From an optimization exercise on the open Yosys and OpenROAD flow, aimed at a short achievable clock period and few clock cycles; shortcuts taken in it are not production practice.
The RTL was checked by simulation tests, not by an equivalence proof against the original design.
Power is estimated from default activity; no workload was simulated.

**design.v**
```verilog
`timescale 1ns/1ns
module reg_file (
    input  logic                      clk,
    input  logic                      rst,
    input  logic [5-1:0] rs1_addr,
    input  logic [5-1:0] rs2_addr,
    input  logic [5-1:0] rd_addr,
    input  logic [32-1:0]       rd_data,
    input  logic                      rd_write,
    output logic [32-1:0]       rs1_data,
    output logic [32-1:0]       rs2_data
);
    logic [32-1:0] regs [1:32-1];
    always_ff @(posedge clk or posedge rst) begin
        if (rst) begin
            for (int i = 1; i < 32; i++) regs[i] <= '0;
        end else if (rd_write && rd_addr != '0) begin
            regs[rd_addr] <= rd_data;
        end
    end
    assign rs1_data = (rs1_addr == '0) ? '0 : regs[rs1_addr];
    assign rs2_data = (rs2_addr == '0) ? '0 : regs[rs2_addr];
endmodule
`timescale 1ns/1ns
module ks_add32 (
    input  logic [31:0] a,
    input  logic [31:0] b,
    input  logic        cin,
    output logic [31:0] sum,
    output logic        cout
);
    logic [31:0] g [0:5];
    logic [31:0] p [0:5];
    logic [31:0] p0;
    assign p0 = a ^ b;
    always_comb begin
        g[0] = a & b;
        p[0] = p0;
        g[0][0] = (a[0] & b[0]) | (p0[0] & cin);
        for (int l = 0; l < 5; l++) begin
            for (int i = 0; i < 32; i++) begin
                if (i >= (1 << l)) begin
                    g[l+1][i] = g[l][i] | (p[l][i] & g[l][i - (1 << l)]);
                    p[l+1][i] = p[l][i] & p[l][i - (1 << l)];
                end else begin
                    g[l+1][i] = g[l][i];
                    p[l+1][i] = p[l][i];
                end
            end
        end
    end
    assign sum  = p0 ^ {g[5][30:0], cin};
    assign cout = g[5][31];
endmodule
`timescale 1ns/1ns
module riscv_pipe_top (
    input  logic                clk,
    input  logic                rst,
    output logic [32-1:0] imem_addr,
    input  logic [32-1:0] imem_data,
    output logic [32-1:0] dmem_addr,
    output logic                dmem_read,
    output logic                dmem_write,
    output logic [32-1:0] dmem_wdata,
    input  logic [32-1:0] dmem_rdata
);
    localparam int BTB_IDX = 5;            
    localparam int BTB_TAG = 4;
    localparam int BTB_TGT = 12;           
    localparam int BTB_N   = 1 << BTB_IDX;
    localparam logic [6:0] OPC_OP     = 7'b0110011;
    localparam logic [6:0] OPC_OP_IMM = 7'b0010011;
    localparam logic [6:0] OPC_LOAD   = 7'b0000011;
    localparam logic [6:0] OPC_STORE  = 7'b0100011;
    localparam logic [6:0] OPC_BRANCH = 7'b1100011;
    localparam logic [6:0] OPC_LUI    = 7'b0110111;
    logic [31:0]        pc;
    logic               if_id_valid;
    logic [31:0]        if_id_inst;
    logic [31:0]        if_id_pc;
    logic               if_id_pred;       
    logic [31:1]        if_id_ptgt;       
    logic               if_id_hit;        
    logic [1:0]         if_id_cnt;
    logic               id_ex_we;
    logic [4:0]         id_ex_rd;
    logic               id_ex_load;
    logic               id_ex_store;
    logic               id_ex_branch;
    logic [31:0]        id_ex_a;
    logic [31:0]        id_ex_b;
    logic [31:0]        id_ex_s;
    logic               id_ex_fa_alu, id_ex_fa_ld;    
    logic               id_ex_fb_alu, id_ex_fb_ld;    
    logic               id_ex_fs_alu, id_ex_fs_ld;    
    logic               id_ex_sub;
    logic               id_ex_op_add, id_ex_op_sll, id_ex_op_sr, id_ex_op_slt, id_ex_op_sltu;
    logic               id_ex_op_xor, id_ex_op_or, id_ex_op_and;
    logic               id_ex_sra;
    logic               id_ex_br_eq, id_ex_br_lt, id_ex_br_ltu, id_ex_br_inv;
    logic               id_ex_pred;
    logic               id_ex_zok;        
    logic               id_ex_zero;       
    logic               id_ex_pgood;
    logic [31:0]        id_ex_pc4;
    logic [31:0]        id_ex_tgt;
    logic [31:0]        id_ex_pc;
    logic               id_ex_hit;
    logic [1:0]         id_ex_cnt;
    logic               ex_mem_load;
    logic               ex_mem_store;
    logic               ex_mem_we;
    logic               ex_mem_branch;
    logic [4:0]         ex_mem_rd;
    logic [31:0]        ex_mem_res;
    logic [31:0]        ex_mem_addr;
    logic [31:0]        ex_mem_sdata;
    logic               ex_mem_cond;
    logic               ex_mem_pred;
    logic               ex_mem_pgood;
    logic [31:0]        ex_mem_pc4;
    logic [31:0]        ex_mem_tgt;
    logic [31:0]        ex_mem_pc;
    logic               ex_mem_hit;
    logic [1:0]         ex_mem_cnt;
    logic               mem_wb_we;
    logic [4:0]         mem_wb_rd;
    logic [31:0]        mem_wb_val;
    logic [1:0]         btb_cnt [0:BTB_N-1];
    logic [BTB_TAG-1:0] btb_tag [0:BTB_N-1];
    logic [BTB_TGT:1]   btb_tgt [0:BTB_N-1];
    logic [BTB_IDX-1:0] f_idx;
    logic               f_hit;
    logic [1:0]         f_cnt;
    logic               f_pred;
    logic [31:1]        f_tgt;
    logic               f_bpred;
    logic [31:1]        f_btgt;
    assign imem_addr = pc;
    assign f_idx     = pc[BTB_IDX+1:2];
    assign f_hit     = (btb_cnt[f_idx] != 2'b00) && (btb_tag[f_idx] == pc[BTB_IDX+BTB_TAG+1:BTB_IDX+2]);
    assign f_cnt     = btb_cnt[f_idx];
    assign f_bpred   = f_hit && f_cnt[1];
    assign f_btgt    = {pc[31:BTB_TGT+1], btb_tgt[f_idx]};
    logic [13:0]  f_lo;
    logic [31:13] f_hi_dec;
    logic         f_sbr;
    logic [31:1]  f_stgt;
    assign f_sbr    = imem_data[6:0] == OPC_BRANCH && imem_data[31];
    assign f_lo     = {1'b0, pc[12:0]} + {1'b0, imem_data[31], imem_data[7], imem_data[30:25], imem_data[11:8], 1'b0};
    assign f_hi_dec = pc[31:13] - 19'd1;
    assign f_stgt   = {f_lo[13] ? pc[31:13] : f_hi_dec, f_lo[12:1]};
    assign f_pred   = f_bpred || (!f_hit && f_sbr);
    assign f_tgt    = f_hit ? f_btgt : f_stgt;
    logic [6:0]  d_opc;
    logic [2:0]  d_f3;
    logic [4:0]  d_rs1, d_rs2, d_rd;
    logic        d_is_op, d_is_opi, d_is_load, d_is_store, d_is_br, d_is_lui;
    logic        d_use1, d_use2, d_we;
    logic [31:0] d_imm_i, d_imm_s, d_imm_b, d_imm_u;
    logic [31:0] d_tgt, d_pc4;
    logic [31:0] rf_rs1, rf_rs2;
    logic [31:0] d_mem_val;
    logic [31:0] d_v1, d_v2;
    logic        d_ex1, d_ex2;
    logic        d_tgt_ok;
    logic        d_pred;
    logic        id_redirect;
    logic [31:0] id_redirect_pc;
    logic        mem_miss;
    logic [31:0] mem_next;
    logic        mem_resume_id, mem_resume_if;
    logic        kill_ex, kill_id;
    logic        mem_redirect;
    logic [31:0] mem_redirect_pc;
    assign d_opc    = if_id_inst[6:0];
    assign d_f3     = if_id_inst[14:12];
    assign d_rd     = if_id_inst[11:7];
    assign d_rs1    = if_id_inst[19:15];
    assign d_rs2    = if_id_inst[24:20];
    assign d_is_op    = if_id_valid && d_opc == OPC_OP;
    assign d_is_opi   = if_id_valid && d_opc == OPC_OP_IMM;
    assign d_is_load  = if_id_valid && d_opc == OPC_LOAD;
    assign d_is_store = if_id_valid && d_opc == OPC_STORE;
    assign d_is_br    = if_id_valid && d_opc == OPC_BRANCH;
    assign d_is_lui   = if_id_valid && d_opc == OPC_LUI;
    assign d_use1 = (d_is_op || d_is_opi || d_is_load || d_is_store || d_is_br) && d_rs1 != 5'd0;
    assign d_use2 = (d_is_op || d_is_store || d_is_br) && d_rs2 != 5'd0;
    assign d_we   = (d_is_op || d_is_opi || d_is_load || d_is_lui) && d_rd != 5'd0;
    assign d_imm_i = {{20{if_id_inst[31]}}, if_id_inst[31:20]};
    assign d_imm_s = {{20{if_id_inst[31]}}, if_id_inst[31:25], if_id_inst[11:7]};
    assign d_imm_b = {{20{if_id_inst[31]}}, if_id_inst[7], if_id_inst[30:25], if_id_inst[11:8], 1'b0};
    assign d_imm_u = {if_id_inst[31:12], 12'b0};
    assign d_tgt   = if_id_pc + d_imm_b;
    assign d_pc4   = if_id_pc + 32'd4;
    reg_file i_reg_file (
        .clk      (clk),
        .rst      (rst),
        .rs1_addr (d_rs1),
        .rs2_addr (d_rs2),
        .rd_addr  (mem_wb_rd),
        .rd_data  (mem_wb_val),
        .rd_write (mem_wb_we),
        .rs1_data (rf_rs1),
        .rs2_data (rf_rs2)
    );
    assign d_ex1     = id_ex_we && id_ex_rd == d_rs1;
    assign d_ex2     = id_ex_we && id_ex_rd == d_rs2;
    assign d_mem_val = ex_mem_load ? dmem_rdata : ex_mem_res;
    always_comb begin
        if (ex_mem_we && ex_mem_rd == d_rs1)      d_v1 = d_mem_val;
        else if (mem_wb_we && mem_wb_rd == d_rs1) d_v1 = mem_wb_val;
        else                                      d_v1 = rf_rs1;
        if (ex_mem_we && ex_mem_rd == d_rs2)      d_v2 = d_mem_val;
        else if (mem_wb_we && mem_wb_rd == d_rs2) d_v2 = mem_wb_val;
        else                                      d_v2 = rf_rs2;
    end
    logic [31:0] d_za, d_zb, d_n1, d_n2;
    logic        d_zok, d_zero;
    logic        d_br_z, d_cond_z;
    logic        d_ld1, d_ld2;
    assign d_ld1  = ex_mem_we && ex_mem_rd == d_rs1 && ex_mem_load;
    assign d_ld2  = ex_mem_we && ex_mem_rd == d_rs2 && ex_mem_load;
    always_comb begin
        if (ex_mem_we && ex_mem_rd == d_rs1)      d_n1 = ex_mem_res;
        else if (mem_wb_we && mem_wb_rd == d_rs1) d_n1 = mem_wb_val;
        else                                      d_n1 = rf_rs1;
        if (ex_mem_we && ex_mem_rd == d_rs2)      d_n2 = ex_mem_res;
        else if (mem_wb_we && mem_wb_rd == d_rs2) d_n2 = mem_wb_val;
        else                                      d_n2 = rf_rs2;
    end
    assign d_za   = d_is_lui ? 32'b0 : d_n1;
    assign d_zb   = d_is_lui ? d_imm_u : d_is_opi ? d_imm_i : d_n2;
    assign d_zok  = (d_is_lui || (d_is_opi && d_f3 == 3'b000) || (d_is_op && d_f3 == 3'b000 && !if_id_inst[30])) &&
                    !(d_use1 && d_ex1 && !kill_ex) && !(d_is_op && d_use2 && d_ex2 && !kill_ex) &&
                    !(d_use1 && d_ld1) && !(d_is_op && d_use2 && d_ld2);
    assign d_zero = ~|((d_za ^ d_zb) ^ {d_za[30:0] | d_zb[30:0], 1'b0});
    assign d_br_z   = d_is_br && d_f3[2:1] == 2'b00 && id_ex_we && id_ex_zok && !kill_ex &&
                      ((d_rs2 == 5'd0 && d_rs1 == id_ex_rd) || (d_rs1 == 5'd0 && d_rs2 == id_ex_rd));
    assign d_cond_z = id_ex_zero ^ d_f3[0];
    always_comb begin
        id_redirect    = 1'b0;
        id_redirect_pc = d_tgt;
        d_pred         = if_id_pred;
        d_tgt_ok       = (if_id_ptgt == d_tgt[31:1]);
        if (if_id_valid && !d_is_br && if_id_pred) begin
            id_redirect    = 1'b1;                
            id_redirect_pc = d_pc4;
            d_pred         = 1'b0;
        end else if (d_br_z && d_cond_z != if_id_pred) begin
            id_redirect    = 1'b1;                
            id_redirect_pc = d_cond_z ? d_tgt : d_pc4;
            d_pred         = d_cond_z;
            d_tgt_ok       = 1'b1;
        end else if (d_is_br && !d_br_z && !if_id_hit && !if_id_pred && if_id_inst[31]) begin
            id_redirect    = 1'b1;                
            d_pred         = 1'b1;
            d_tgt_ok       = 1'b1;
        end
    end
    logic [31:0] x_a, x_b, x_s;
    logic [32:0] x_sum;
    logic        x_eq, x_lt, x_ltu;
    logic [31:0] x_sll, x_sr;
    logic [31:0] x_res;
    logic        x_cond;
    always_comb begin
        x_a = id_ex_fa_ld ? dmem_rdata : id_ex_fa_alu ? ex_mem_res : id_ex_a;
        x_b = id_ex_fb_ld ? dmem_rdata : id_ex_fb_alu ? ex_mem_res : id_ex_b;
        x_s = id_ex_fs_ld ? dmem_rdata : id_ex_fs_alu ? ex_mem_res : id_ex_s;
    end
    logic [31:0] x_s0;
    logic        x_c0;
    ks_add32 i_add (
        .a    (x_a ^ {32{id_ex_sub}}),
        .b    (x_b),
        .cin  (1'b0),
        .sum  (x_s0),
        .cout (x_c0)
    );
    assign x_sum = {x_c0, x_s0 ^ {32{id_ex_sub}}};
    assign x_eq  = (x_a == x_b);
    assign x_ltu = x_c0;
    assign x_lt  = (x_a[31] ^ x_b[31]) ? x_a[31] : !x_s0[31];
    assign x_sll = x_a << x_b[4:0];
    assign x_sr  = $signed({id_ex_sra & x_a[31], x_a}) >>> x_b[4:0];
    assign x_res = ({32{id_ex_op_add}}  & x_sum[31:0])
                 | ({32{id_ex_op_sll}}  & x_sll)
                 | ({32{id_ex_op_sr}}   & x_sr)
                 | ({32{id_ex_op_slt}}  & {31'b0, x_lt})
                 | ({32{id_ex_op_sltu}} & {31'b0, x_ltu})
                 | ({32{id_ex_op_xor}}  & (x_a ^ x_b))
                 | ({32{id_ex_op_or}}   & (x_a | x_b))
                 | ({32{id_ex_op_and}}  & (x_a & x_b));
    assign x_cond = (id_ex_br_eq ? x_eq : id_ex_br_lt ? x_lt : id_ex_br_ltu ? x_ltu : 1'b0) ^ id_ex_br_inv;
    assign mem_miss        = ex_mem_branch && (ex_mem_cond ? !ex_mem_pgood : ex_mem_pred);
    assign mem_next        = ex_mem_cond ? ex_mem_tgt : ex_mem_pc4;
    assign mem_resume_id   = if_id_valid && (if_id_pc == mem_next);
    assign mem_resume_if   = (pc == mem_next);
    assign kill_ex         = mem_miss;
    assign kill_id         = mem_miss && !mem_resume_id;
    assign mem_redirect    = mem_miss && !mem_resume_id && !mem_resume_if;
    assign mem_redirect_pc = mem_next;
    always_ff @(posedge clk or posedge rst) begin
        if (rst) begin
            pc          <= 32'h0000_0000;
            if_id_valid <= 1'b0;
        end else if (mem_redirect) begin
            pc          <= mem_redirect_pc;
            if_id_valid <= 1'b0;
        end else if (id_redirect && !kill_id) begin
            pc          <= id_redirect_pc;
            if_id_valid <= 1'b0;
        end else begin
            pc          <= f_pred ? {f_tgt, 1'b0} : pc + 32'd4;
            if_id_valid <= 1'b1;
        end
    end
    always_ff @(posedge clk) begin
        if_id_inst <= imem_data;
        if_id_pc   <= pc;
        if_id_pred <= f_pred;
        if_id_ptgt <= f_tgt;
        if_id_hit  <= f_hit;
        if_id_cnt  <= f_cnt;
    end
    always_ff @(posedge clk or posedge rst) begin
        if (rst) begin
            id_ex_we     <= 1'b0;
            id_ex_load   <= 1'b0;
            id_ex_store  <= 1'b0;
            id_ex_branch <= 1'b0;
        end else if (kill_id) begin
            id_ex_we     <= 1'b0;
            id_ex_load   <= 1'b0;
            id_ex_store  <= 1'b0;
            id_ex_branch <= 1'b0;
        end else begin
            id_ex_we     <= d_we;
            id_ex_load   <= d_is_load;
            id_ex_store  <= d_is_store;
            id_ex_branch <= d_is_br;
        end
    end
    always_ff @(posedge clk) begin
        id_ex_rd      <= d_rd;
        id_ex_a       <= d_is_lui ? 32'b0 : d_v1;
        id_ex_b       <= (d_is_op || d_is_br) ? d_v2 :
                         d_is_lui             ? d_imm_u :
                         d_is_store           ? d_imm_s : d_imm_i;
        id_ex_s       <= d_v2;
        id_ex_fa_alu  <= d_use1 && d_ex1 && !id_ex_load && !kill_ex;
        id_ex_fa_ld   <= d_use1 && d_ex1 &&  id_ex_load && !kill_ex;
        id_ex_fb_alu  <= (d_is_op || d_is_br) && d_use2 && d_ex2 && !id_ex_load && !kill_ex;
        id_ex_fb_ld   <= (d_is_op || d_is_br) && d_use2 && d_ex2 &&  id_ex_load && !kill_ex;
        id_ex_fs_alu  <= d_is_store && d_use2 && d_ex2 && !id_ex_load && !kill_ex;
        id_ex_fs_ld   <= d_is_store && d_use2 && d_ex2 &&  id_ex_load && !kill_ex;
        id_ex_sub     <= d_is_br || ((d_is_op || d_is_opi) && (d_f3 == 3'b010 || d_f3 == 3'b011)) ||
                         (d_is_op && d_f3 == 3'b000 && if_id_inst[30]);
        id_ex_op_add  <= d_is_load || d_is_store || d_is_lui || ((d_is_op || d_is_opi) && d_f3 == 3'b000);
        id_ex_op_sll  <= (d_is_op || d_is_opi) && d_f3 == 3'b001;
        id_ex_op_slt  <= (d_is_op || d_is_opi) && d_f3 == 3'b010;
        id_ex_op_sltu <= (d_is_op || d_is_opi) && d_f3 == 3'b011;
        id_ex_op_xor  <= (d_is_op || d_is_opi) && d_f3 == 3'b100;
        id_ex_op_sr   <= (d_is_op || d_is_opi) && d_f3 == 3'b101;
        id_ex_op_or   <= (d_is_op || d_is_opi) && d_f3 == 3'b110;
        id_ex_op_and  <= (d_is_op || d_is_opi) && d_f3 == 3'b111;
        id_ex_sra     <= if_id_inst[30];
        id_ex_br_eq   <= d_f3[2:1] == 2'b00;
        id_ex_br_lt   <= d_f3[2:1] == 2'b10;
        id_ex_br_ltu  <= d_f3[2:1] == 2'b11;
        id_ex_br_inv  <= d_f3[0] && d_f3[2:1] != 2'b01;
        id_ex_pred    <= d_pred;
        id_ex_zok     <= d_zok;
        id_ex_zero    <= d_zero;
        id_ex_pgood   <= d_pred && d_tgt_ok;
        id_ex_pc4     <= d_pc4;
        id_ex_tgt     <= d_tgt;
        id_ex_pc      <= if_id_pc;
        id_ex_hit     <= if_id_hit;
        id_ex_cnt     <= if_id_cnt;
    end
    always_ff @(posedge clk or posedge rst) begin
        if (rst) begin
            ex_mem_load   <= 1'b0;
            ex_mem_store  <= 1'b0;
            ex_mem_we     <= 1'b0;
            ex_mem_branch <= 1'b0;
        end else if (kill_ex) begin
            ex_mem_load   <= 1'b0;
            ex_mem_store  <= 1'b0;
            ex_mem_we     <= 1'b0;
            ex_mem_branch <= 1'b0;
        end else begin
            ex_mem_load   <= id_ex_load;
            ex_mem_store  <= id_ex_store;
            ex_mem_we     <= id_ex_we;
            ex_mem_branch <= id_ex_branch;
        end
    end
    always_ff @(posedge clk) begin
        ex_mem_rd    <= id_ex_rd;
        ex_mem_res   <= x_res;
        ex_mem_addr  <= x_sum[31:0];
        ex_mem_sdata <= x_s;
        ex_mem_cond  <= x_cond;
        ex_mem_pred  <= id_ex_pred;
        ex_mem_pgood <= id_ex_pgood;
        ex_mem_pc4   <= id_ex_pc4;
        ex_mem_tgt   <= id_ex_tgt;
        ex_mem_pc    <= id_ex_pc;
        ex_mem_hit   <= id_ex_hit;
        ex_mem_cnt   <= id_ex_cnt;
    end
    assign dmem_addr  = ex_mem_addr;
    assign dmem_read  = ex_mem_load;
    assign dmem_write = ex_mem_store;
    assign dmem_wdata = ex_mem_sdata;
    logic [BTB_IDX-1:0] u_idx;
    logic [1:0]         u_cnt;
    assign u_idx = ex_mem_pc[BTB_IDX+1:2];
    always_comb begin
        if (!ex_mem_hit)                              u_cnt = 2'b10;
        else if (ex_mem_cond && ex_mem_cnt != 2'b11)  u_cnt = ex_mem_cnt + 2'b01;
        else if (!ex_mem_cond && ex_mem_cnt != 2'b01) u_cnt = ex_mem_cnt - 2'b01;
        else                                          u_cnt = ex_mem_cnt;
    end
    always_ff @(posedge clk or posedge rst) begin
        if (rst) begin
            for (int i = 0; i < BTB_N; i++) btb_cnt[i] <= 2'b00;
        end else if (ex_mem_branch && (ex_mem_hit || ex_mem_cond)) begin
            btb_cnt[u_idx] <= u_cnt;
        end
    end
    always_ff @(posedge clk) begin
        if (ex_mem_branch && ex_mem_cond) begin
            btb_tag[u_idx] <= ex_mem_pc[BTB_IDX+BTB_TAG+1:BTB_IDX+2];
            btb_tgt[u_idx] <= ex_mem_tgt[BTB_TGT:1];
        end
    end
    always_ff @(posedge clk or posedge rst) begin
        if (rst) mem_wb_we <= 1'b0;
        else     mem_wb_we <= ex_mem_we;
    end
    always_ff @(posedge clk) begin
        mem_wb_rd  <= ex_mem_rd;
        mem_wb_val <= d_mem_val;
    end
endmodule
```
**config.mk**
```make
export PLATFORM = sky130hd
export DESIGN_NAME = riscv_pipe_top
export DESIGN_NICKNAME = riscv_pipe_top
export VERILOG_FILES = /design/flow/design.v
export SDC_FILE = /design/flow/constraint.sdc
export NUM_CORES = 4
export LEC_CHECK = 0
export ABC_CLOCK_PERIOD_IN_PS = 3000
export CAP_MARGIN = 20
export CELL_PAD_IN_SITES_DETAIL_PLACEMENT = 2
export CELL_PAD_IN_SITES_GLOBAL_PLACEMENT = 2
export CORE_MARGIN = 2
export CORE_UTILIZATION = 30
export SLEW_MARGIN = 20
export TNS_END_PERCENT = 20
```
**constraint.sdc**
```tcl
create_clock -name core_clock -period 11.0 [get_ports {clk}]
set_input_delay 2.2000 -clock core_clock [delete_from_list [all_inputs] [get_ports {clk}]]
set_output_delay 2.2000 -clock core_clock [all_outputs]
set_load 0.01 [all_outputs]
```
**flow/run.sh**
```bash
#!/bin/bash
# The standard layout (standard.sh, unchanged synthesis), with repair_timing
# told to keep setup slack well above zero so the achieved period shrinks.
# The make run's full output (every ORFS step's tool output) goes to standard_flow.log;
# each step's own log is also under orfs/logs/.
set -uo pipefail
bash standard.sh SETUP_SLACK_MARGIN=7.0 finish > standard_flow.log 2>&1
```
**standard.sh**
```bash
#!/bin/bash
# synth_recipe.tcl (not shown) runs the flow's synth.tcl, then flattens the netlist and writes it again
# the make line also repeats each setting of config.mk as NAME=value (left out here)
make -C /OpenROAD-flow-scripts/flow DESIGN_CONFIG=/design/flow/config.mk WORK_HOME=/design/flow/orfs CLKGATE_MAP_FILE= SYNTH_SCRIPT=/design/flow/synth_recipe.tcl "${@:-finish}"
```
==> flow_results.org, run 1 <==
** Global routing
- Summed over all layers, the global routing overflow is 0.
- Entering global routing, the biggest net connects 174 pins.
- Global-route wire length before repair :: 772000 um
- The number of antenna violations at the first check in global routing was 39.
- The via count of the first global-routing pass came to 91854.
- For this run, the total global-route usage over all layers was measured as 0.313.

** Clocking
- TritonCTS built the clock tree.
- Hold Buf Count CTS :: 0
- Clock Latency Late Sink :: 0.93 ns
- Num CTS Buffers :: 262
- Register clock-pin slew on the reported worst setup and hold paths :: 0.07 ns
- Counting every sink on the clock net gives 2125.
- CTS Root Cell :: clkbuf_16
- CTS built an H-tree with a depth of 5.
- Buffer levels on the longest clock path :: 4

** Routing
- Dividing the detail-routed wire length by the instance count gives 39.9 um.
- The detail route stage leaves a number of antenna-violating nets equal to 0.
- The first detailed-routing pass took 10 iterations.
- DRC marker count from the first detailed-route iteration :: 10351
- DRC viols :: 0
- Summing over every cut layer, the via total after detailed routing is 87845.
- Final wirelength :: 564000 um
- In the routed layout, each cell is associated on average with a via count of 6.21.

** Synth
- After synthesis, the cell types taking the most area are dfrtp_1, edfxtp_1, mux2_2.
- Synth warnings :: 7
- Synthesis instantiated 102 different standard cells from the library.
- Netlist area before placement :: 0.103 mm^2
- Number of synthesized flops with an enable pin :: 512
- Yosys reg bits :: 2125
- Of all cell types, the one taking the most synthesized area is dfrtp_1.
- Synthesis handed over a netlist of 8883 instances.
- The share of synthesized area in the top cell type comes to 0.266.
- Avg Inst Size Synth :: 11.6 um^2
- Portion of the post-synthesis area used by sequential elements :: 0.514
- For this run, the leading register cell type out of synthesis is dfrtp_1.
- Synthesis produced a netlist with a net count of 9133.
- Of all flip-flops after synthesis, the portion carrying an async set or reset was 0.517.

** Floorplanning
- The floorplan step defined a die boundary enclosing 0.350 mm^2.
- Measured along the y axis, the die boundary spans 591 um.
- For this configuration, the core starts out at a cell density of 0.301.
- Floorplan row count :: 215
- Num ports :: 164
- Measured along the x axis, the die boundary spans 591 um.
- The core region is 0.343 mm^2.

** Placement
- The HPWL after detailed placement is 334000 um.
- Routability congestion estimate :: 0.895
- Post-placement setup slack :: 3.97 ns
- Port Buffer Count :: 163
- Count of placed standard cells including taps :: 13187
- Cell area after placement :: 0.111 mm^2

** Power
- Total chip power :: 25.8 mW
- The analysis attributes to cell leakage a power of 54.1 nW.
- In this run the power density over the cells is 198 mW/mm^2.
- IR analysis of the VDD net gives a maximum drop of 0.000166 V.

** Final layout
- The filler cells instantiated in the layout total 34993.
- Combined area of the multi-input logic cells :: 0.0506 mm^2
- Number of nets in the layout :: 9614
- Compared with the post-synthesis result, the final layout area differs by 25.5%.
- Post-route design area :: 0.130 mm^2
- Summing all flip-flop and latch instances after layout gives 0.0533 mm^2.
- Post-layout utilization of the core :: 0.378
- Of the cells placed in the final design, the portion with a size suffix greater than 1 is 0.322.
- The finished layout holds 14140 standard cells, fillers aside.

** Worst setup path
- Following the worst setup path forward leads to its endpoint at ex_mem_res[29].
- Crit path max fanout :: 4
- RR Startpoint :: id_ex_fb_alu
- Critical register-to-register path endpoint :: ex_mem_addr[30]
- Required time of the critical path :: 11.77 ns
- Setup crit start :: dmem_rdata[1]
- Slack of the worst reg-to-reg path :: 6.59 ns
- Kind of critical path :: in -> reg
- Data arrival, critical path :: 5.29 ns
- Counting cells, the worst reg-to-reg path comes to 16.
- Critical Path Start Type :: primary input
- Kind of end point of the critical path :: flop

** Run status
- The run finished with no timing, DRC or antenna violations.

** Timing
- Number of endpoints with negative hold slack in the final report :: 0
- Subtracting the final worst setup slack from the clock period gives 4.52 ns.
- Setup violations remaining at the end of the flow were counted as 0.
- Number of slew-limit violations in the final report :: 0
- RSZ-0062 raised after global routing :: yes
- Dividing the final minimum period by the clock period gives 0.411.
- In the post-route analysis, the smallest setup slack over all paths is 6.48 ns.
- Worst-margin pin slew :: 1.33 ns
- The worst pin sits at a relative slew slack of 0.113.
- Clock skew on the completed layout was measured at 0.0639 ns.
- Worst hold slack :: 0.313 ns
- Sum of negative setup slack :: 0 ns
- Maximum operating frequency :: 221 MHz

** Worst hold path
- The min-delay analysis places its worst path in the category reg -> reg.

** Flow run
- Max-cap violation count :: 0
logic make-up after synthesis:
logic type | Yosys count | share of synthesized area
adders and majority gates | 184 | 0.0225
xor gates and xnor gates | 346 | 0.0300
buffers and inverters | 892 | 0.0334
AOI/OAI and AO/OA | 2108 | 0.145
DFF | 2125 | 0.514
and+or+nand+nor | 1698 | 0.0782
muxes | 1530 | 0.177
repair_timing:
action / CTS / global route
endpoints found under the setup margin: 486 / 776
buffers inserted: 320 / 114
endpoints found under the hold margin: 0 / 0
pin swaps: 186 / 124
cloned: 31 / 4
gates resized for setup: 983 / 274
synth_stat cells, types with 63 or more instances:
| cell | n |
|---|---|
| a222oi_1 | 63 |
| mux2i_1 | 348 |
| nand4_1 | 155 |
| buf_1 | 104 |
| inv_1 | 161 |
| ha_1 | 181 |
| a22o_1 | 114 |
| xnor2_1 | 232 |
| nand2_1 | 529 |
| o21ai_0 | 251 |
| nand3_1 | 150 |
| clkbuf_1 | 582 |
| mux4_2 | 135 |
| xor2_1 | 109 |
| o211ai_1 | 72 |
| mux2_2 | 1041 |
| dfxtp_1 | 515 |
| nor2_1 | 393 |
| nor3_1 | 151 |
| dfrtp_1 | 1098 |
| a221oi_1 | 117 |
| a22oi_1 | 643 |
| edfxtp_1 | 512 |
| a21oi_1 | 364 |
flip-flops by register name, indices dropped and copies added (netlist names), 32 cells and up:
name             cells
ex_mem_sdata        32
id_ex_s             32
btb_cnt             64
id_ex_a             32
mem_wb_val          32
pc                  32
ex_mem_res          32
btb_tag            128
ex_mem_addr         32
if_id_pc            32
btb_tgt            384
if_id_inst          32
id_ex_b             32
i_reg_file.regs    992
cell usage in the layout, fill, tap and decap left out, drive strengths merged, types with 63 or more instances in the layout:
cell           synthesis  routed
xnor2                232     232
edfxtp               512     512
xor2                 109     109
clkdlybuf4s50          0     102
ha                   181     181
inv                  166     171
nor2                 393     393
mux2                1045    1045
clkbuf               582     367
a22oi                643     643
dfxtp                515     515
nand3                150     150
mux4                 136     136
o211ai                72      72
a211oi                64      64
mux2i                349     349
a21oi                364     364
dfrtp               1098    1098
a22o                 114     114
nor3                 152     152
nand4                155     155
o21ai                269     269
a221oi               118     118
clkinv                 1      68
nand2                529     529
buf                  143     769
a222oi                63      63
how the worst min path moves through the flow:
stage | cells after the start | slack (ns) | startpoint | end
finish | 0 | 0.31 | id_ex_pc4[22] | ex_mem_pc4[22]
global route | 0 | 0.32 | id_ex_pc4[22] | ex_mem_pc4[22]
CTS | 0 | 0.31 | id_ex_pc4[22] | ex_mem_pc4[22]
detailed placement | 0 | 0.31 | id_ex_tgt[16] | ex_mem_tgt[16]
global placement | 0 | 0.31 | id_ex_tgt[30] | ex_mem_tgt[30]
floorplan | 0 | 0.31 | id_ex_cnt[0] | ex_mem_cnt[0]
area by class of cell:
class | instances | area share
clock buffers | 358 | 0.0592
inverters | 167 | 0.00516
diodes | 15 | 0.000289
clock inverters | 110 | 0.00893
repair buffers | 939 | 0.0823
multi-input cells | 5869 | 0.390
well taps | 4557 | 0.0439
flip-flops and latches | 2125 | 0.410
power by group:
| part | internal, mW | leakage (nW) | switching [mW] |
|---|---|---|---|
| logic | 2.80 | 25.6 | 4.16 |
| registers | 8.91 | 24.1 | 0.750 |
| clock network | 5.38 | 4.34 | 3.77 |
routing by layer:
metal	share of wire	routed length [um]	GRT usage
met1	0.40	226000	0.402
met2	0.44	250000	0.485
met3	0.086	48200	0.0676
met4	0.069	39000	0.183
met5	0.00015	86	0
worst max-delay path, cell delays in order:
cell and delay [ns]:
buf_2 0.17, nand2_2 0.10, o21ai_4 0.12, buf_12 0.19, ha_1 0.33, a21o_1 0.23
a21oi_2 0.17, nor3b_2 0.08, nor2_4 0.17, a211oi_4 0.11, a31oi_4 0.29, a21oi_2 0.14
o311ai_4 0.27, mux2_4 0.34, a221o_1 0.34
Testbench counts, summed over its fixed seeds: cycles 101,589.
==> inputs of run 2 (changes only) <==
--- a/config.mk
+++ b/config.mk
@@ -13,3 +13,3 @@
 export CORE_UTILIZATION = 30
 export SLEW_MARGIN = 20
-export TNS_END_PERCENT = 20
+export TNS_END_PERCENT = 5
==> flow_results.org, run 2 <==
** Run status
- Outcome :: finished clean

** Floorplanning
- The floorplan step set the die height to 591 um.
- Effective utilization at floorplan :: 0.301
- Horizontal die dimension :: 591 um
- After floorplanning, the core was sized to cover 0.343 mm^2.
- The floorplan step defined a die boundary enclosing 0.350 mm^2.
- Floorplan row count :: 215
- 164 I/O pins were placed.

** Timing
- Headroom to the max-slew limit came out at 0.147.
- Timing would allow up to 224 MHz.
- Between clock sinks in the finished design, the worst skew comes to 0.0686 ns.
- Tcrit/Tclk final :: 0.407
- Final-report setup violation count :: 0
- Clock period minus final worst setup slack :: 4.47 ns
- Final hold analysis gives a worst-case slack of 0.314 ns.
- The count of final hold-check violations came to 0.
- Worst-margin pin slew :: 1.28 ns
- RSZ-0062 raised after global routing :: yes
- The number of slew-limit violations in the final report came to 0.
- Once routing completed, OpenROAD measured the worst setup slack at 6.53 ns.
- Sum of negative setup slack :: 0 ns

** Clocking
- Register clock-pin slew on the reported worst setup and hold paths :: 0.06 ns
- Counting along the longest clock path gives a buffer depth of 4.
- In this run the number of H-tree levels came out at 5.
- TritonCTS clock tree :: yes
- CTS saw 2125 sinks.
- Num CTS Buffers :: 262
- The clock reaches the later pin of the worst-skew pair after 0.94 ns.
- The tree is rooted in a clkbuf_16.
- Hold Buf Count CTS :: 0

** Final layout
- Number of nets in the layout :: 9598
- Leaving out fill and tap cells, the most frequent cell in the layout is dfrtp_1.
- Across the whole layout, storage elements account for 0.0533 mm^2.
- In the final layout, the multi-input gates occupy 0.0507 mm^2.
- The count of cells in the finished layout, fillers not included, comes to 14120.
- Counting flops per register, the top entry is i_reg_file.regs.
- Largest registers in the final layout :: i_reg_file.regs: 992 flops, btb_tgt: 384 flops, btb_tag: 128 flops
- Once layout is complete, the utilization of the core stands at 0.378.
- Of the cells placed in the final design, the portion with a size suffix greater than 1 is 0.321.
- The register with the most flip-flops in the layout has 992 of them.
- Commonest cells after routing, fill and taps aside :: dfrtp_1, mux2_2, a22oi_1
- Area growth from synthesis to final layout :: 25.4%
- After routing the design area is 0.130 mm^2.
- The layout has 35038 filler cells.

** Worst setup path
- Kind of critical path :: in -> reg
- At the worst endpoint, the required time is 11.78 ns.
- Crit path max fanout :: 4
- The number of buffers and inverters on the critical path is 4.
- Data arrival, critical path :: 5.25 ns
- Worst path cell trace :: buf_2, mux2i_4, xnor2_2, inv_1, fa_2, nor2b_2, o21ai_1, nand2b_1, a211o_1, a41oi_4, buf_4, buf_6, o21a_1, o21bai_1, a21oi_1, xnor2_1, a211o_1
- The cell family contributing the most delay on the critical path is compound AO/OA/AOI/OAI gates.
- Critical Path Start Type :: primary input
- The worst register-to-register path begins at id_ex_fb_alu.
- Largest incremental delay on the critical path :: 0.43 ns
- Crit path max-delay cell type :: fa_2
- Kind of end point of the critical path :: flop
- Crit-path most repeated cell :: a211o_1
- Setup crit start :: dmem_rdata[1]
- For flop-to-flop paths, the worst setup slack is 6.65 ns.

** Routing
- Detailed routing inserted a total of 87715 vias.
- DRC marker count from the first detailed-route iteration :: 10169
- Final wirelength :: 565000 um
- DRC viols :: 0
- WL per Instance :: 40.0 um
- Total iterations of the first detailed-routing run :: 6
- Once detail routing completed, the nets flagged for antenna violations numbered 0.
- Using the TritonRoute via totals, the vias-per-cell ratio works out to 6.21.

** Global routing
- The via count of the first global-routing pass is 91624.
- The first global-routing pass estimated 769000 um of wire.
- After global routing the overflow that remains totals 0.
- Entering global routing, the biggest net connects 174 pins.
- Number of antenna violations at the first check in global routing :: 35
- Overall global routing resource usage :: 0.312

** Synth
- Counting every net in the synthesized netlist gives 9133.
- Synth Flop Type :: dfrtp_1
- For this run, the number of Yosys warnings is 7.
- Cell count after synthesis :: 8883
- In this run, synthesis produced a sequential element count of 2125.
- The share of synthesized area in the top cell type comes to 0.266.
- After synthesis, the netlist uses 102 different library cells.
- Most instantiated cells after synthesis :: dfrtp_1, mux2_2, a22oi_1
- The synthesized design contains 512 enable-type register cells.
- By instance count, the leading cell after synthesis is dfrtp_1.
- The share of the Yosys chip area taken by registers is 0.514.
- Cell accounting for the most synthesized area :: dfrtp_1
- Of all flip-flops after synthesis, the portion carrying an async set or reset was 0.517.
- By area the synthesized netlist is led by dfrtp_1, edfxtp_1, mux2_2.
- Netlist area before placement :: 0.103 mm^2
- Dividing the synthesized area by the synthesized cell count gives 11.6 um^2.

** Placement
- In this run the cell area measured after placement is 0.111 mm^2.
- Count of placed standard cells including taps :: 13187
- Routability-driven placement finished with a final weighted congestion of 0.895.
- Post-placement setup slack :: 3.97 ns
- In this run the tool buffered the top-level ports with 163 buffer cells.
- Estimated wirelength of the detail-placed design :: 334000 um

** Worst hold path
- The worst hold path begins at id_ex_pc4[22].
- Worst hold path type :: reg -> reg

** Flow run
- Max-cap violation count :: 0

** Power
- In this run the static leakage power is 53.9 nW.
- Peak ir drop on the vdd network :: 0.000166 V
- For this design the ratio of total power to cell area is 196 mW/mm^2.
- Total chip power :: 25.4 mW
[run 2: metal layers]
metal | global-route usage | up-vias | share of wire
met2 | 0.482 | 4826 | 0.44
met5 | 0 | - | 0.000073
met3 | 0.0653 | 1626 | 0.088
met1 | 0.403 | 46651 | 0.40
li1 | - | 34606 | -
met4 | 0.182 | 6 | 0.072
[run 2: cell type report]
cell class              instances  share of cell area
clock inverters               110             0.00894
multi-input cells            5869               0.390
diodes                         11            0.000212
well taps                    4557              0.0439
flip-flops and latches       2125               0.411
inverters                     167             0.00514
repair buffers                923              0.0815
clock buffers                 358              0.0592
[run 2: cell families after synthesis]
logic type      count (synthesis)  share of synthesized area
xor+xnor                      346                     0.0300
buf+inv                       892                     0.0334
compound gates               2108                      0.145
flops                        2125                      0.514
mux                          1530                      0.177
simple gates                 1698                     0.0782
fa+ha+maj                     184                     0.0225
[run 2: repair_timing]
item | 4_1_cts | 5_1_grt
gates resized for setup | 913 | 328
cloned | 30 | 9
setup endpoints to repair | 486 | 808
pin swaps | 156 | 163
setup buffers | 296 | 118
[run 2: worst paths after layout]
check | end | cells after the start
setup / recovery | ex_mem_res[16] | 17
hold / removal | ex_mem_pc4[22] | 0
setup reg to reg | ex_mem_res[16] | 18
hold reg to reg | ex_mem_pc4[22] | 0
max in group asynchronous | ex_mem_load | 4
min in group asynchronous | i_reg_file.regs[26][27] | 2
[run 2: report_power, final]
part           switching (mW)  internal (mW)  total (mW)
Clock                    3.78           5.38        9.15
Sequential              0.797           8.90        9.70
Combinational            3.98           2.61        6.59
Total                    8.55           16.9        25.4
==> inputs of run 3 (changes only) <==
--- a/flow/run.sh
+++ b/flow/run.sh
@@ -5,3 +5,3 @@
 # each step's own log is also under orfs/logs/.
 set -uo pipefail
-bash standard.sh SETUP_SLACK_MARGIN=7.0 finish > standard_flow.log 2>&1
+bash standard.sh SETUP_SLACK_MARGIN=6.7 finish > standard_flow.log 2>&1
--- a/config.mk
+++ b/config.mk
@@ -13,3 +13,3 @@
 export CORE_UTILIZATION = 30
 export SLEW_MARGIN = 20
-export TNS_END_PERCENT = 5
+export TNS_END_PERCENT = 10
==> flow_results.org, run 3 <==
** Run status
- Outcome :: finished clean

** Clocking
- The tree is rooted in a clkbuf_16.
- Buffer levels on the longest clock path :: 4
- TritonCTS created 262 clock buffers.
- H-tree lvl count :: 5
- Hold Buf Count CTS :: 0
- Clock Latency Late Sink :: 0.94 ns
- TritonCTS built the clock tree.
- Clock-pin slew was measured on the worst setup and hold paths at 0.06 ns.
- Sink Count :: 2125

** Timing
- Maximum operating frequency :: 220 MHz
- Setup slack closes at 6.45 ns.
- Number of endpoints with negative hold slack in the final report :: 0
- Clock skew on the completed layout was measured at 0.0742 ns.
- RSZ-0062 raised after global routing :: yes
- Final-report setup violation count :: 0
- Headroom to the max-slew limit :: 0.156
- Setup total negative slack on the finished layout was measured at 0 ns.
- At the pin with the least slew margin, the transition time is 1.27 ns.
- Tcrit/Tclk final :: 0.414
- Hold timing on the final database bottoms out at a slack of 0.317 ns.
- After layout, the minimum clock period comes to 4.55 ns.
- Number of slew-limit violations in the final report :: 0

** Global routing
- The via count of the first global-routing pass is 90455.
- Pin count of the biggest net entering global routing :: 174
- Met3 track demand over resource :: 0.0580
- Number of antenna violations at the first check in global routing :: 37
- GR Util met1 :: 0.395
- For met2 alone, demand over resource in global routing was 0.472.
- Most utilized layer in the global route result :: met2
- Global-route wire length before repair :: 751000 um
- Aggregate global routing overflow :: 0
- Overall global routing resource usage :: 0.303

** Floorplanning
- The initial utilization of the core area, before any placement, comes to 0.301.
- Die Area :: 0.350 mm^2
- The die is 591 um wide.
- Pin placement for this block handled 164 I/O pins.
- The die is 591 um tall.
- Floorplan row count :: 215
- The core region is 0.343 mm^2.

** Final layout
- Flip-flop count of the largest register after layout :: 992
- Commonest non-fill, non-tap cell in the layout :: dfrtp_1
- Leaving out fill and tap cells, the most frequent cells in the layout are dfrtp_1, mux2_2, a22oi_1.
- Counting the fill cells in the layout gives 35345.
- Largest Register :: i_reg_file.regs
- Final standard cell count with taps included and fillers excluded :: 13883
- In the final layout, the share of cells above drive strength 1 is 0.287.
- With fillers left out, the area of the finished cells amounts to 0.125 mm^2.
- The area growth from synthesis to layout is 21.1%.
- For this run, the share of the core covered by cells in the final layout is 0.365.
- Largest registers in the final layout :: i_reg_file.regs: 992 flops, btb_tgt: 384 flops, btb_tag: 128 flops
- Registers take 0.0532 mm^2.
- Number of nets in the layout :: 9359
- The multi-input combinational cells in the finished layout cover a total of 0.0496 mm^2.

** Synth
- Most instantiated cells after synthesis :: dfrtp_1, mux2_2, a22oi_1
- The share of the Yosys chip area taken by registers is 0.514.
- In this run the cell area of the synthesized design comes to 0.103 mm^2.
- The number of different library cells used by synthesis comes to 102.
- Yosys mapped a number of flops with a built-in enable equal to 512.
- A synthesized cell averages 11.6 um^2.
- By instance count, the leading cell after synthesis is dfrtp_1.
- In this run, synthesis produced a sequential element count of 2125.
- Synth Flop Type :: dfrtp_1
- For this run, the number of Yosys warnings is 7.
- Synthesized net count :: 9133
- Counting every instance in the synthesized netlist gives 8883.
- The share of synthesized area in the top cell type comes to 0.266.
- Proportion of synthesized flip-flops having asynchronous set or reset :: 0.517
- Sorting the synthesized cells by area gives the leading types as dfrtp_1, edfxtp_1, mux2_2.
- Cell accounting for the most synthesized area :: dfrtp_1

** Worst setup path
- The cell that appears most often on the critical path is a211o_1.
- The worst setup path is captured at a flop.
- Dominant delay contributor by cell family on the critical path :: compound AO/OA/AOI/OAI gates
- Crit path max-delay cell type :: fa_2
- STA classifies the critical path startpoint as a primary input.
- Required time of the critical path :: 11.78 ns
- Slack of the worst reg-to-reg path :: 6.48 ns
- The worst register-to-register path ends at id_ex_zero.
- Worst path cell trace :: buf_12, nand2_4, o21a_4, xnor2_2, ha_2, inv_2, fa_2, nor2b_2, o21ai_1, nand2b_1, a211o_1, a41oi_4, buf_4, o21a_1, o21bai_1, a21oi_1, xnor2_1, a211o_1
- Buffering stage count on the worst path with inverters included :: 3
- Data arrival, critical path :: 5.33 ns
- The critical path in this run is classified as in -> reg.
- For this run, the slowest stage of the critical path takes 0.41 ns.
- Crit path max fanout :: 4
- RR Startpoint :: if_id_inst[16]
- R2R cell count :: 14

** Placement
- Estimated wirelength of the detail-placed design :: 334000 um
- After detailed placement, the total cell area comes to 0.111 mm^2.
- The congestion estimate from routability-driven global placement came to 0.895.
- Port Buffer Count :: 163
- Count of placed standard cells including taps :: 13187
- Post-placement setup slack :: 3.97 ns

** Worst hold path
- The worst hold path belongs to the class reg -> reg.
- Hold Crit Endpoint :: ex_mem_pc4[22]
- Counting instances, the worst hold path has a depth of 0.
- Hold path startpoint :: id_ex_pc4[22]

** Flow run
- Across the run, the number of max-cap violations was 0.

** Routing
- Vias after detailed routing :: 85803
- Once detail routing completed, the nets flagged for antenna violations numbered 0.
- Number of vias per cell :: 6.18
- Final wirelength :: 545000 um
- Total iterations of the first detailed-routing run :: 8
- After the first detailed-routing iteration, the DRC count stood at 9911.
- After detailed routing, the number of remaining DRC violations is 0.
- WL per Instance :: 39.2 um

** Power
- Power spread over the standard cell area amounts to 199 mW/mm^2.
- Internal Pwr Total :: 16.6 mW
- Net switching fraction of the power :: 0.334
- Sequential group share of total power :: 0.389
- Summed over all cells, the static leakage comes to 51.9 nW.
- Total chip power :: 24.9 mW
- In this run the power spent charging and discharging nets is 8.32 mW.
- Of the total power, combinational logic draws 0.244.
- VDD sags by at most 0.000164 V.
- Of the total power, the clock network draws 0.367.
-- run 3: timing repair --
item,4_1_cts,5_1_grt
endpoints found under the setup margin,247,205
gates resized for setup,663,196
buffers inserted,156,40
pin swaps,104,77
cloned,14,4
hold endpoints to repair,0,0
-- run 3: power groups by stage --
stage / clock network, mW / logic [mW] / registers, mW
detailed placement: 0 / 5.40 / 9.87
finish: 9.14 / 6.06 / 9.69
global route: 9.55 / 6.39 / 9.76
global placement: 0 / 5.27 / 9.82
floorplan: 0 / 3.34 / 9.46
CTS: 9.25 / 5.91 / 9.68
-- run 3: worst max path at each step --
stage                        from             end  slack, ns  depth (start not counted)
finish              dmem_rdata[0]  ex_mem_res[16]       6.45                         18
floorplan                     rst   btb_cnt[0][0]      -6.35                          1
global placement    dmem_rdata[1]  ex_mem_res[29]       4.01                         14
CTS                 if_id_inst[8]     id_ex_pgood       6.52                         12
global route        dmem_rdata[0]  ex_mem_res[16]       6.41                         18
detailed placement  dmem_rdata[1]  ex_mem_res[29]       3.97                         14
-- run 3: per-layer routing --
layer | wire length (um) | up-vias | part of all wire
met2 | 242000 | 4407 | 0.44
met4 | 36500 | 14 | 0.067
met5 | 81 | - | 0.00015
met1 | 223000 | 45768 | 0.41
met3 | 43100 | 1522 | 0.079
li1 | - | 34092 | -
-- run 3: logic make-up after synthesis --
| group | share of synthesized area |
|---|---|
| xor+xnor | 0.0300 |
| mux | 0.177 |
| fa+ha+maj | 0.0225 |
| buf+inv | 0.0334 |
| compound gates | 0.145 |
| flops | 0.514 |
| simple gates | 0.0782 |
-- run 3: cell type report --
type                    instances  area share
diodes                         13    0.000260
clock buffers                 358      0.0613
clock inverters               110     0.00925
inverters                     167     0.00530
multi-input cells            5868       0.396
flip-flops and latches       2125       0.425
well taps                    4557      0.0455
repair buffers                685      0.0575
==> inputs of run 4 (changes only) <==
--- a/design.v
+++ b/design.v
@@ -144,11 +144,14 @@
     assign f_btgt    = {pc[31:BTB_TGT+1], btb_tgt[f_idx]};
     logic [13:0]  f_lo;
-    logic [31:13] f_hi_dec;
+    logic [31:13] f_hi_dec, f_hi_inc;
     logic         f_sbr;
     logic [31:1]  f_stgt;
-    assign f_sbr    = imem_data[6:0] == OPC_BRANCH && imem_data[31];
+    assign f_sbr    = imem_data[6:0] == OPC_BRANCH &&
+                      (imem_data[31] || (imem_data[12] && imem_data[14:13] != 2'b01));
     assign f_lo     = {1'b0, pc[12:0]} + {1'b0, imem_data[31], imem_data[7], imem_data[30:25], imem_data[11:8], 1'b0};
     assign f_hi_dec = pc[31:13] - 19'd1;
-    assign f_stgt   = {f_lo[13] ? pc[31:13] : f_hi_dec, f_lo[12:1]};
+    assign f_hi_inc = pc[31:13] + 19'd1;
+    assign f_stgt   = {imem_data[31] ? (f_lo[13] ? pc[31:13] : f_hi_dec)
+                                     : (f_lo[13] ? f_hi_inc  : pc[31:13]), f_lo[12:1]};
     assign f_pred   = f_bpred || (!f_hit && f_sbr);
     assign f_tgt    = f_hit ? f_btgt : f_stgt;
@@ -420,6 +423,8 @@
     logic [1:0]         u_cnt;
     assign u_idx = ex_mem_pc[BTB_IDX+1:2];
+    logic u_alloc;
+    assign u_alloc = !ex_mem_hit && (ex_mem_cond || ex_mem_pred);
     always_comb begin
-        if (!ex_mem_hit)                              u_cnt = 2'b10;
+        if (!ex_mem_hit)                              u_cnt = ex_mem_cond ? 2'b10 : 2'b01;
         else if (ex_mem_cond && ex_mem_cnt != 2'b11)  u_cnt = ex_mem_cnt + 2'b01;
         else if (!ex_mem_cond && ex_mem_cnt != 2'b01) u_cnt = ex_mem_cnt - 2'b01;
@@ -429,10 +434,10 @@
         if (rst) begin
             for (int i = 0; i < BTB_N; i++) btb_cnt[i] <= 2'b00;
-        end else if (ex_mem_branch && (ex_mem_hit || ex_mem_cond)) begin
+        end else if (ex_mem_branch && (ex_mem_hit || u_alloc)) begin
             btb_cnt[u_idx] <= u_cnt;
         end
     end
     always_ff @(posedge clk) begin
-        if (ex_mem_branch && ex_mem_cond) begin
+        if (ex_mem_branch && (ex_mem_cond || u_alloc)) begin
             btb_tag[u_idx] <= ex_mem_pc[BTB_IDX+BTB_TAG+1:BTB_IDX+2];
             btb_tgt[u_idx] <= ex_mem_tgt[BTB_TGT:1];
--- a/flow/run.sh
+++ b/flow/run.sh
@@ -5,3 +5,3 @@
 # each step's own log is also under orfs/logs/.
 set -uo pipefail
-bash standard.sh SETUP_SLACK_MARGIN=6.7 finish > standard_flow.log 2>&1
+bash standard.sh SETUP_SLACK_MARGIN=7.5 finish > standard_flow.log 2>&1
--- a/config.mk
+++ b/config.mk
@@ -13,3 +13,3 @@
 export CORE_UTILIZATION = 30
 export SLEW_MARGIN = 20
-export TNS_END_PERCENT = 10
+export TNS_END_PERCENT = 100
==> flow_results.org, run 4 <==
** Global routing
- Overall global routing resource usage :: 0.315
- Via count of the first global-routing pass :: 91642
- The first global-routing pass estimated 772000 um of wire.
- Aggregate global routing overflow :: 0
- Entering global routing, the biggest net connects 83 pins.
- The number of antenna violations at the first check in global routing was 27.

** Timing
- Worst Slack Setup Final :: 6.37 ns
- The worst path needs 4.63 ns of the cycle, external delays included.
- For this run, the top clock speed supported by timing is 216 MHz.
- RSZ-0062 raised after global routing :: yes
- For the final routed database, the setup TNS stands at 0 ns.
- Tcrit/Tclk final :: 0.421
- Worst clock skew :: 0.0674 ns
- Worst-margin pin slew :: 1.25 ns
- Measured against its own limit, the worst slew margin works out to 0.164.
- Number of endpoints with negative hold slack in the final report :: 0
- The number of slew-limit violations in the final report is 0.
- Setup violations remaining at the end of the flow were counted as 0.

** Worst setup path
- Data arrives at the worst endpoint at 5.50 ns.
- The worst register-to-register path has a setup slack of 6.37 ns.
- Critical register-to-register path endpoint :: id_ex_zero
- In this run the worst path has a maximum fanout of 22.
- The worst register-to-register path begins at if_id_inst[23].
- Kind of end point of the critical path :: flop
- At the worst endpoint, the required time is 11.87 ns.
- Critical Path Start Type :: flop
- R2R cell count :: 19
- By startpoint and endpoint, the worst setup path is classified as reg -> reg.

** Power
- Of the total power, combinational logic draws 0.298.
- Overall power consumption after layout is estimated at 26.0 mW.
- Across the VDD grid, the largest voltage drop is 0.000143 V.
- Power dissipated by switching net loads :: 8.91 mW
- The share of total power dissipated in the clock network is 0.332.
- The internal portion of the total power is 17.1 mW.
- Pwr Density :: 198 mW/mm^2
- Sequential group share of total power :: 0.370
- Static power due to leakage :: 54.2 nW
- Of the total power, the share spent switching nets is 0.343.

** Synth
- In this run, synthesis produced a sequential element count of 2125.
- Synthesis produced a netlist with a net count of 9119.
- By count the netlist is led by dfrtp_1, mux2_2, a22oi_1.
- The share of the Yosys chip area taken by registers is 0.517.
- Synth warnings :: 7
- Yosys cell types :: 94
- The biggest area contributor in the post-synthesis netlist is dfrtp_1.
- Synthesis handed over a netlist of 8869 instances.
- Most common cell in the synthesized netlist :: dfrtp_1
- The synthesized design contains 512 enable-type register cells.
- The most used flip-flop cell after synthesis is dfrtp_1.
- Of all flip-flops after synthesis, the portion carrying an async set or reset was 0.517.
- Main area contributors after synthesis :: dfrtp_1, edfxtp_1, mux2_2
- Netlist area before placement :: 0.103 mm^2
- Avg Inst Size Synth :: 11.6 um^2
- Share of the synthesized area in the top cell type :: 0.267

** Final layout
- Relative to the synthesized area, the layout overhead comes to 27.5%.
- Counting flops per register, the top entry is i_reg_file.regs.
- Commonest cells after routing, fill and taps aside :: mux2_2, dfrtp_1, a22oi_1
- Total area of sequential cells :: 0.0534 mm^2
- In the final layout, the registers with the most flip-flops are i_reg_file.regs: 992 flops, btb_tgt: 384 flops, btb_tag: 128 flops.
- The register with the most flip-flops in the layout has 992 of them.
- In the final layout, the share of cells above drive strength 1 is 0.364.
- In the final layout, the multi-input gates occupy 0.0517 mm^2.
- Number of nets in the layout :: 9657
- Commonest non-fill, non-tap cell in the layout :: mux2_2
- Number of fill cells :: 34725

** Placement
- Port Buffer Count :: 163
- OpenSTA, run right after detailed placement, puts the worst setup slack at 4.37 ns.
- Estimated wirelength of the detail-placed design :: 328000 um
- The congestion estimate from routability-driven global placement came to 0.893.

** Clocking
- Buffers inserted to repair hold after CTS numbered 0.
- Buffer levels on the longest clock path :: 4
- H-tree lvl count :: 4
- Num CTS Buffers :: 244
- TritonCTS built the clock tree.
- For the worst-skew pair, the clock arrives at the later sink with an insertion delay of 0.98 ns.
- CTS Root Cell :: clkbuf_16
- For this design, the sink count on the clock tree is 2125.
- Register clock-pin slew on the reported worst setup and hold paths :: 0.06 ns

** Floorplanning
- Effective utilization at floorplan :: 0.301
- In this run the standard cell core region covers 0.342 mm^2.
- Chip height :: 590 um
- In this run the core area contains 215 standard-cell rows.
- Num ports :: 164
- Die Area :: 0.348 mm^2
- From left edge to right edge, the die measures 590 um.

** Routing
- The count of nets left with antenna violations once routing finished came out at 0.
- For this block, the initial DRC count from the detailed router was 9859.
- In the routed design, unresolved DRC markers number 0.
- Vias after detailed routing :: 88134
- Number of vias per cell :: 6.22
- Final wirelength :: 572000 um
- The first detailed-routing pass took 7 iterations.
- WL per Instance :: 40.3 um

** Run status
- The flow ran to the end and the layout has no timing, DRC or antenna violations.

** Worst hold path
- Hold Crit Endpoint :: id_ex_cnt[0]
- Hold path startpoint :: if_id_cnt[0]
- The worst hold path was traced through 0 stages.
- In this run the worst hold path is classified as reg -> reg.

** Flow run
- The tool flagged a number of max-cap violations equal to 0.
==> run 4: through the flow <==
stage | utilization | std cells | hold slack (ns) | instance area [um^2]
after CTS | 0.373 | 13998 | 0.323 | 128000
after global routing | 0.384 | 14175 | 0.330 | 131000
after global placement | 0.324 | 13163 | 0.310 | 111000
after floorplan | - | 8869 | 0.310 | 103000
after detailed placement | 0.325 | 13165 | 0.313 | 111000
final | 0.384 | 14178 | 0.314 | 131000
==> run 4: worst max-delay path by stage <==
| stage | start | cells past startpoint | slack, ns | to |
|---|---|---|---|---|
| 2_1_floorplan | rst | 1 | -6.35 | btb_cnt[0][0] |
| 3_3_place_gp | dmem_rdata[2] | 16 | 4.41 | ex_mem_cond |
| 3_5_place_dp | dmem_rdata[1] | 16 | 4.37 | ex_mem_cond |
| 4_1_cts | if_id_inst[8] | 13 | 6.43 | id_ex_pgood |
| 5_1_grt | if_id_inst[23] | 14 | 6.24 | id_ex_zero |
| 6_report | if_id_inst[23] | 19 | 6.37 | id_ex_zero |
==> run 4: layout make-up <==
| cell class | count | area share |
|---|---|---|
| Timing Repair inverter | 2 | 0.000162 |
| Timing Repair Buffer | 1007 | 0.0874 |
| Multi-Input combinational cell | 5876 | 0.394 |
| Tap cell | 4557 | 0.0434 |
| Clock inverter | 111 | 0.00923 |
| Antenna cell | 4 | 0.0000763 |
| Clock buffer | 345 | 0.0538 |
| Inverter | 151 | 0.00513 |
| Sequential cell | 2125 | 0.407 |
==> run 4: routing by layer <==
metal / up-vias / part of all wire / track usage
met3: 1631 / 0.084 / 0.0678
met2: 4699 / 0.44 / 0.485
li1: 34571 / - / -
met1: 47225 / 0.40 / 0.405
met5: - / 0.000080 / 0
met4: 8 / 0.071 / 0.190
==> run 4: critical path, stage by stage (launching register included) <==
cell and delay (ns):
dfxtp_4 0.39, buf_12 0.16, nand3b_1 0.18, buf_6 0.15
buf_4 0.13, nor2_4 0.07, buf_6 0.38, buf_4 0.44
a22oi_1 0.13, nand4_1 0.15, nor2_1 0.06, a21oi_1 0.31
a211oi_2 0.18, o21ai_0 0.25, a22oi_1 0.10, ha_1 0.36
xnor2_1 0.29, nor4_2 0.37, nand4_1 0.16, nor3_1 0.16
==> run 4: logic make-up after synthesis <==
family,after synthesis,synth area share
buffers and inverters,869,0.0318
adders and majority gates,185,0.0227
AOI/OAI and AO/OA,2133,0.145
xor gates and xnor gates,364,0.0310
muxes,1490,0.176
DFF,2125,0.517
and+or+nand+nor,1703,0.0776
==> run 4: power by group through the flow <==
stage / Sequential, mW / Combinational (mW) / Clock (mW)
after CTS: 9.56 / 6.89 / 8.72
after global routing: 9.65 / 8.02 / 9.02
after floorplan: 9.45 / 3.29 / 0
final: 9.60 / 7.74 / 8.63
after global placement: 9.85 / 5.18 / 0
after detailed placement: 9.91 / 5.29 / 0
==> run 4: timing repair <==
action	4_1_cts	5_1_grt
setup endpoints to repair	1140	305
setup buffers	328	167
gates cloned	49	9
pin swaps	196	198
endpoints found under the hold margin	0	0
resized for setup	1584	469
Testbench counts of run 4, summed over its fixed seeds: cycles 101,164.

static timing again, ports no longer ideal:
The flow's constraints put no driver on any port. The routed layouts listed below were extracted and timed again, unchanged, in two steps.
Step 1 (the two cells are an assumption about what drives the block):
set clk [get_ports {clk}]
set_driving_cell -lib_cell sky130_fd_sc_hd__clkbuf_16 $clk
set_driving_cell -lib_cell sky130_fd_sc_hd__buf_2 [delete_from_list [all_inputs] $clk]
Step 2 adds t to the input delays and takes it off the output delays; t is the mean of the earliest and latest rising clock arrival at the registers after step 1. Input paths then give back, and output paths get back, about the clock's delay inside the block.
Three values: ideal ports, drivers, drivers and shift; two values: the first two.
run	t, ns	slack for setup (ns)	latest minus earliest clock arrival (ns)	worst slew at a driven data input, ns
run 1	0.998	6.475 / 6.525 / 5.527	0.083 / 0.083	0.10
run 2	1.015	6.526 / 6.532 / 5.552	0.087 / 0.086	0.10
run 3	1.010	6.451 / 6.446 / 5.474	0.085 / 0.084	0.10
run 4	1.068	6.371 / 6.371 / 5.603	0.082 / 0.082	0.08
After both steps every run listed still meets setup and hold. The setup slack of run 3, which loses most, moves by -0.005 ns with the drivers and by -0.977 ns with both steps.
